This design comes from an exercise in tuning for small area, a short achievable clock period and few clock cycles per item on the open sky130 flow, not from production work. RTL that was checked went through simulation tests only; none was proved equivalent to the original.

==> inputs of v2 <==
## wvb_colormap_top
module wvb_colormap_top (
  input  logic        clk,
  input  logic        rst,
  input  logic        in_valid,
  output logic        in_stall,
  input  logic [15:0] in_ct_ref,
  input  logic [15:0] in_aff_ref,
  input  logic [15:0] in_ct_tar,
  input  logic [15:0] in_aff_tar,
  output logic        out_valid,
  input  logic        out_stall,
  output logic [15:0] out_blend,
  output logic [7:0]  out_red,
  output logic [7:0]  out_green,
  output logic [7:0]  out_blue,
  input  logic        cfg_valid,
  output logic        cfg_ready,
  input  logic [15:0] cfg_data
);
  reg  [15:0] ctr;
  reg         skid_full;
  reg  [39:0] skid_d;
  reg  [39:0] out_d;
  wire        pe = ~skid_full;
  reg         cfg_pend;
  reg  [15:0] cfg_next;
  wire        cfg_drained = ~(v1 | v2 | v3 | v4 | v5 | v6 | v7 | v8 | v9 | v10 | v11 | v12 | v13 | v14 | v15 | v16 | v17 | v18);
  assign in_stall  = skid_full | cfg_pend;
  assign cfg_ready = 1'b1;
  always @(posedge clk) begin
  ...
Settings: LEC_CHECK=0, CAP_MARGIN=20, CORE_MARGIN=2, CORE_UTILIZATION=55, CTS_CLUSTER_DIAMETER=100, CTS_CLUSTER_SIZE=20, PLACE_DENSITY=0.7, SETUP_SLACK_MARGIN=4.4, SLEW_MARGIN=20; clock period 8.0 ns.
run.sh (not shown) runs the stock make flow with config.mk's settings and CLKGATE_MAP_FILE= SYNTH_SCRIPT=/design/flow/synth_recipe.tcl, a recipe that flattens the netlist after the stock synthesis.
==> v32 (differences from v2) <==
- CORE_UTILIZATION: 55 -> 50
- PLACE_DENSITY: 0.7 -> 0.65
- SETUP_SLACK_MARGIN: 4.4 -> 4.5
==> qor summary <==
	v32	v2
Wire length after detailed routing	286.9 mm	283.9 mm
Cell area after placement	123100 µm²	122700 µm²
Post-route standard cell area excluding fillers	128000 µm²	127000 µm²
Post-route clock period utilization	45.64%	45.15%
Filler instances	19943	16999
Per-cell routed wire length	21.47 µm	21.83 µm
Minimum hold slack	401.6 ps	393.2 ps
Transition time at the pin with the least slew margin	1149 ps	1133 ps
Outcome	timing/DRC/antenna clean	timing/DRC/antenna clean
Worst path buffer plus inverter count	2	3
Critical path fanouts, max	3	4
Testbench counts of v2, summed over its fixed seeds: cycles 12,192, items 12,000.
Testbench counts of v32, summed over its fixed seeds: cycles 12,192, items 12,000.

==> inputs of branch tundra <==
Starting RTL as in the previous note.
==> flow/design.v (excerpt) <==
module wvb_colormap_top (
  input  logic        clk,
  input  logic        rst,
  input  logic        in_valid,
  output logic        in_stall,
  input  logic [15:0] in_ct_ref,
  input  logic [15:0] in_aff_ref,
  input  logic [15:0] in_ct_tar,
  input  logic [15:0] in_aff_tar,
  output logic        out_valid,
  input  logic        out_stall,
  output logic [15:0] out_blend,
  output logic [7:0]  out_red,
  output logic [7:0]  out_green,
  output logic [7:0]  out_blue,
  input  logic        cfg_valid,
  output logic        cfg_ready,
  input  logic [15:0] cfg_data
);
clock: 8.0 ns
lec_check: 0
cap_margin: 20
core_margin: 2
core_utilization: 55
cts_cluster_diameter: 100
cts_cluster_size: 20
place_density: 0.7
setup_slack_margin: 4.5
slew_margin: 20
==> inputs of branch zinc, as changes to branch tundra <==
--- a/flow/design.v
+++ b/flow/design.v
@@ -3708,55 +3708,72 @@
   assign fs_1561 = fc_1504 ^ fs_1505 ^ r21_cmm[112];
   assign fc_1562 = (fc_1504 & fs_1505) | (r21_cmm[112] & (fc_1504 ^ fs_1505));
   wire [0:0] fs_1563;
   wire [0:0] fc_1564;
   assign fs_1563 = fc_1506 ^ r21_cmm[113] ^ r21_cmm[114];
   assign fc_1564 = (fc_1506 & r21_cmm[113]) | (r21_cmm[114] & (fc_1506 ^ r21_cmm[113]));
   wire [61:0] cmm_1565;
   assign cmm_1565 = {r21_cmm[115], fc_1564, fs_1563, fc_1562, fs_1561, fc_1560, fs_1559, fc_1558, fs_1557, fc_1556, fs_1555, fc_1554, fs_1553, fc_1552, fs_1551, fc_1550, fs_1549, fc_1548, fs_1547, fc_1546, fs_1545, fc_1544, fs_1543, fc_1542, fs_1541, fc_1540, fs_1539, fc_1538, fs_1537, fc_1536, fs_1535, fc_1534, fs_1533, fc_1532, fs_1531, fc_1530, fs_1529, fc_1528, fs_1527, fc_1526, fs_1525, fc_1524, fs_1523, fc_1522, fs_1521, fc_1520, fs_1519, fc_1518, fs_1517, fc_1516, fs_1515, fc_1514, fs_1513, fc_1512, fs_1511, fc_1510, fs_1509, hc_1508, r21_cmm[4], hs_1507, r21_cmm[1], r21_cmm[0]};
-  wire [31:0] ra_1566;
-  wire [31:0] rb_1567;
-  assign ra_1566 = {1'b0, cmm_1565[60], cmm_1565[58], cmm_1565[56], cmm_1565[54], cmm_1565[52], cmm_1565[50], cmm_1565[48], cmm_1565[46], cmm_1565[44], cmm_1565[42], cmm_1565[40], cmm_1565[38], cmm_1565[36], cmm_1565[34], cmm_1565[32], cmm_1565[30], cmm_1565[28], cmm_1565[26], cmm_1565[24], cmm_1565[22], cmm_1565[20], cmm_1565[18], cmm_1565[16], cmm_1565[14], cmm_1565[12], cmm_1565[10], cmm_1565[8], cmm_1565[6], cmm_1565[4], cmm_1565[2], cmm_1565[0]};
-  assign rb_1567 = {1'b0, cmm_1565[61], cmm_1565[59], cmm_1565[57], cmm_1565[55], cmm_1565[53], cmm_1565[51], cmm_1565[49], cmm_1565[47], cmm_1565[45], cmm_1565[43], cmm_1565[41], cmm_1565[39], cmm_1565[37], cmm_1565[35], cmm_1565[33], cmm_1565[31], cmm_1565[29], cmm_1565[27], cmm_1565[25], cmm_1565[23], cmm_1565[21], cmm_1565[19], cmm_1565[17], cmm_1565[15], cmm_1565[13], cmm_1565[11], cmm_1565[9], cmm_1565[7], cmm_1565[5], cmm_1565[3], cmm_1565[1]};
-  wire [31:0] p_1568;
-  assign p_1568 = ra_1566 + rb_1567;
-  wire [15:0] P_1569;
-  assign P_1569 = p_1568[31:16];
-  wire [2:0] sc_1570;
-  assign sc_1570 = r21_sec;
   reg v22;
   reg [15:0] r22_bN;
+  reg [2:0] r22_sec;
+  reg [61:0] r22_cmm;
   reg [7:0] r22_sv;
-  reg [15:0] r22_P;
-  reg [2:0] r22_sc;
   always @(posedge clk) begin
     if (rst) v22 <= 1'b0;
     else if (pe) v22 <= v21;
   end
   always @(posedge clk) begin
     if (pe) begin
       r22_bN <= r21_bN;
+      r22_sec <= r21_sec;
+      r22_cmm <= cmm_1565;
       r22_sv <= r21_sv;
-      r22_P <= P_1569;
-      r22_sc <= sc_1570;
+    end
+  end
+  wire [31:0] ra_1566;
+  wire [31:0] rb_1567;
+  assign ra_1566 = {1'b0, r22_cmm[60], r22_cmm[58], r22_cmm[56], r22_cmm[54], r22_cmm[52], r22_cmm[50], r22_cmm[48], r22_cmm[46], r22_cmm[44], r22_cmm[42], r22_cmm[40], r22_cmm[38], r22_cmm[36], r22_cmm[34], r22_cmm[32], r22_cmm[30], r22_cmm[28], r22_cmm[26], r22_cmm[24], r22_cmm[22], r22_cmm[20], r22_cmm[18], r22_cmm[16], r22_cmm[14], r22_cmm[12], r22_cmm[10], r22_cmm[8], r22_cmm[6], r22_cmm[4], r22_cmm[2], r22_cmm[0]};
+  assign rb_1567 = {1'b0, r22_cmm[61], r22_cmm[59], r22_cmm[57], r22_cmm[55], r22_cmm[53], r22_cmm[51], r22_cmm[49], r22_cmm[47], r22_cmm[45], r22_cmm[43], r22_cmm[41], r22_cmm[39], r22_cmm[37], r22_cmm[35], r22_cmm[33], r22_cmm[31], r22_cmm[29], r22_cmm[27], r22_cmm[25], r22_cmm[23], r22_cmm[21], r22_cmm[19], r22_cmm[17], r22_cmm[15], r22_cmm[13], r22_cmm[11], r22_cmm[9], r22_cmm[7], r22_cmm[5], r22_cmm[3], r22_cmm[1]};
+  wire [31:0] p_1568;
+  assign p_1568 = ra_1566 + rb_1567;
+  wire [15:0] P_1569;
+  assign P_1569 = p_1568[31:16];
+  wire [2:0] sc_1570;
+  assign sc_1570 = r22_sec;
+  reg v23;
+  reg [15:0] r23_bN;
+  reg [7:0] r23_sv;
+  reg [15:0] r23_P;
+  reg [2:0] r23_sc;
+  always @(posedge clk) begin
+    if (rst) v23 <= 1'b0;
+    else if (pe) v23 <= v22;
+  end
+  always @(posedge clk) begin
+    if (pe) begin
+      r23_bN <= r22_bN;
+      r23_sv <= r22_sv;
+      r23_P <= P_1569;
+      r23_sc <= sc_1570;
     end
   end
   wire [7:0] mv_1571;
-  assign mv_1571 = ~(r22_P[15:8] + {7'd0, r22_P[7:0] > r22_P[15:8]});
+  assign mv_1571 = ~(r23_P[15:8] + {7'd0, r23_P[7:0] > r23_P[15:8]});
   wire [7:0] r_1572;
   wire [7:0] g_1573;
   wire [7:0] b_1574;
-  assign r_1572 = (r22_sc == 3'd1 || r22_sc == 3'd4) ? mv_1571 : (r22_sc == 3'd2 || r22_sc == 3'd3) ? r22_sv : 8'd255;
-  assign g_1573 = (r22_sc == 3'd3 || r22_sc == 3'd0 || r22_sc > 3'd4) ? mv_1571 : (r22_sc == 3'd4) ? r22_sv : 8'd255;
-  assign b_1574 = (r22_sc == 3'd2) ? mv_1571 : (r22_sc == 3'd1 || r22_sc == 3'd0 || r22_sc > 3'd4) ? r22_sv : 8'd255;
+  assign r_1572 = (r23_sc == 3'd1 || r23_sc == 3'd4) ? mv_1571 : (r23_sc == 3'd2 || r23_sc == 3'd3) ? r23_sv : 8'd255;
+  assign g_1573 = (r23_sc == 3'd3 || r23_sc == 3'd0 || r23_sc > 3'd4) ? mv_1571 : (r23_sc == 3'd4) ? r23_sv : 8'd255;
+  assign b_1574 = (r23_sc == 3'd2) ? mv_1571 : (r23_sc == 3'd1 || r23_sc == 3'd0 || r23_sc > 3'd4) ? r23_sv : 8'd255;
   wire [15:0] bl_1575;
-  assign bl_1575 = r22_bN;
+  assign bl_1575 = r23_bN;
   wire [39:0] res = {bl_1575, r_1572, g_1573, b_1574};
-  wire        res_v = v22;
+  wire        res_v = v23;
   always @(posedge clk) begin
     if (rst) begin
       out_valid <= 1'b0;
       skid_full <= 1'b0;
     end else begin
       out_valid <= skid_full | (out_valid & out_stall) | res_v;
       skid_full <= out_stall & (skid_full | (res_v & out_valid));
     end
- ABC_AREA: not set -> 1
- CORE_UTILIZATION: 55 -> 60
- PLACE_DENSITY: 0.7 -> 0.72
==> comparison table <==
item	branch tundra	branch zinc
Routed length on met2	140000 microns	156000 microns
Clock buffers and inverters, area share	0.0268	0.0257
Number of vias per cell	5.98	5.81
Min Clock Period, post-route	3.52 ns	3.43 ns
M2 GR Usage	0.436	0.498
Later-pin clock latency in the skew report	0.80 ns	0.84 ns
Register area	59800 sq um	62500 sq um
Full die area	219000 sq um	214000 sq um
Buffers outside the clock class	344	238
Arrival time of data at the critical path endpoint	4.19 ns	4.02 ns
Area fraction in compound gates after synthesis	0.131	0.0888
Outcome	finished clean	finished clean
Testbench counts of branch tundra, summed over its fixed seeds: cycles 12,192, items 12,000.
Function not checked in branch zinc: the RTL went through the layout flow alone.

==> trial 21: inputs <==
RTL: one of the versions met above, not the one the previous note started from.
clock: 8.0 ns
lec_check: 0
cap_margin: 20
core_margin: 2
core_utilization: 50
cts_cluster_diameter: 100
cts_cluster_size: 20
place_density: 0.65
setup_slack_margin: 4.5
slew_margin: 20
==> build 66 (differences from trial 21) <==
Settings changed: CORE_UTILIZATION 50 to 65, PLACE_DENSITY 0.65 to 0.78.
==> results.ini <==
[timing]
max_freq_mhz = 287

[setup_path]
r2r_end = r7_bR[13]

[floorplan]
die-area_sq_mm = 0.189

[clocking]
cts_buffers = 117
clk_latency_ps = 820

[status]
status = finished clean

[cells_and_area]
multi_input_area_share_pct = 41.2
fin_util_pct = 70.2

(the above is from build 66)
==> results.ini <==
[status]
status = finished clean

[timing]
max_freq_mhz = 290
worstMarginPinSlew_ps = 1150
fin_ws_ps = 4560

[setup_path]
worstPathMaxFanout = 8
critPathCapture = r5_hR[6]
r2r_end = r5_hR[6]
cp_cell_sequence = fa_1, nor2b_1, o21ai_0, a21oi_2, o211ai_1, o21ai_1, a31oi_2, o21ai_2, nand2b_4, mux2_2

[route]
totalWireLength_um = 280000
wl_per_cell_um = 20.9
dr_wl_met3_um = 13000

[floorplan]
die-area_sq_mm = 0.245

[clocking]
clk_latency_ps = 830

[placement]
dp_slack_ps = 3830

[cells_and_area]
fin_util_pct = 54.7

(the above is from trial 21)
No functional check of the RTL was part of any run of this note.

[port drivers added, routing unchanged]
How much do the figures lean on ideal ports? The routed layouts below were timed once more, with nothing changed but the port constraints. Step 1, drivers: a clkbuf_16 drives clk and a buf_2 each remaining input, both assumed. Step 2, shift: input delay + t, output delay - t, t = (earliest + latest rising clock arrival at the registers) / 2. This alone moves slack from input paths to output paths. Slacks: ideal / step 1 / step 2; pairs: ideal / step 1.
run	t, ns	setup WS [ns]	worst setup path at the end	worst register clock-pin slew, ns	cell pins on the clock port's net
v2	0.861	4.388 / 4.388 / 4.245	input to register	0.10 / 0.10	1
v32	0.885	4.349 / 4.349 / 4.174	input to register	0.10 / 0.10	1
branch tundra	0.861	4.484 / 4.484 / 4.248	input to register	0.10 / 0.10	1
branch zinc	0.909	4.567 / 4.530 / 4.503	input to register	0.10 / 0.10	1
trial 21	0.905	4.556 / 4.556 / 4.196	input to register	0.09 / 0.09	1
build 66	0.891	4.518 / 4.518 / 4.292	input to register	0.10 / 0.10	1
After both steps setup and hold are still met in every run listed. The setup slack of trial 21, which loses most, moves by 0.000 ns with the drivers and by -0.360 ns with both steps.
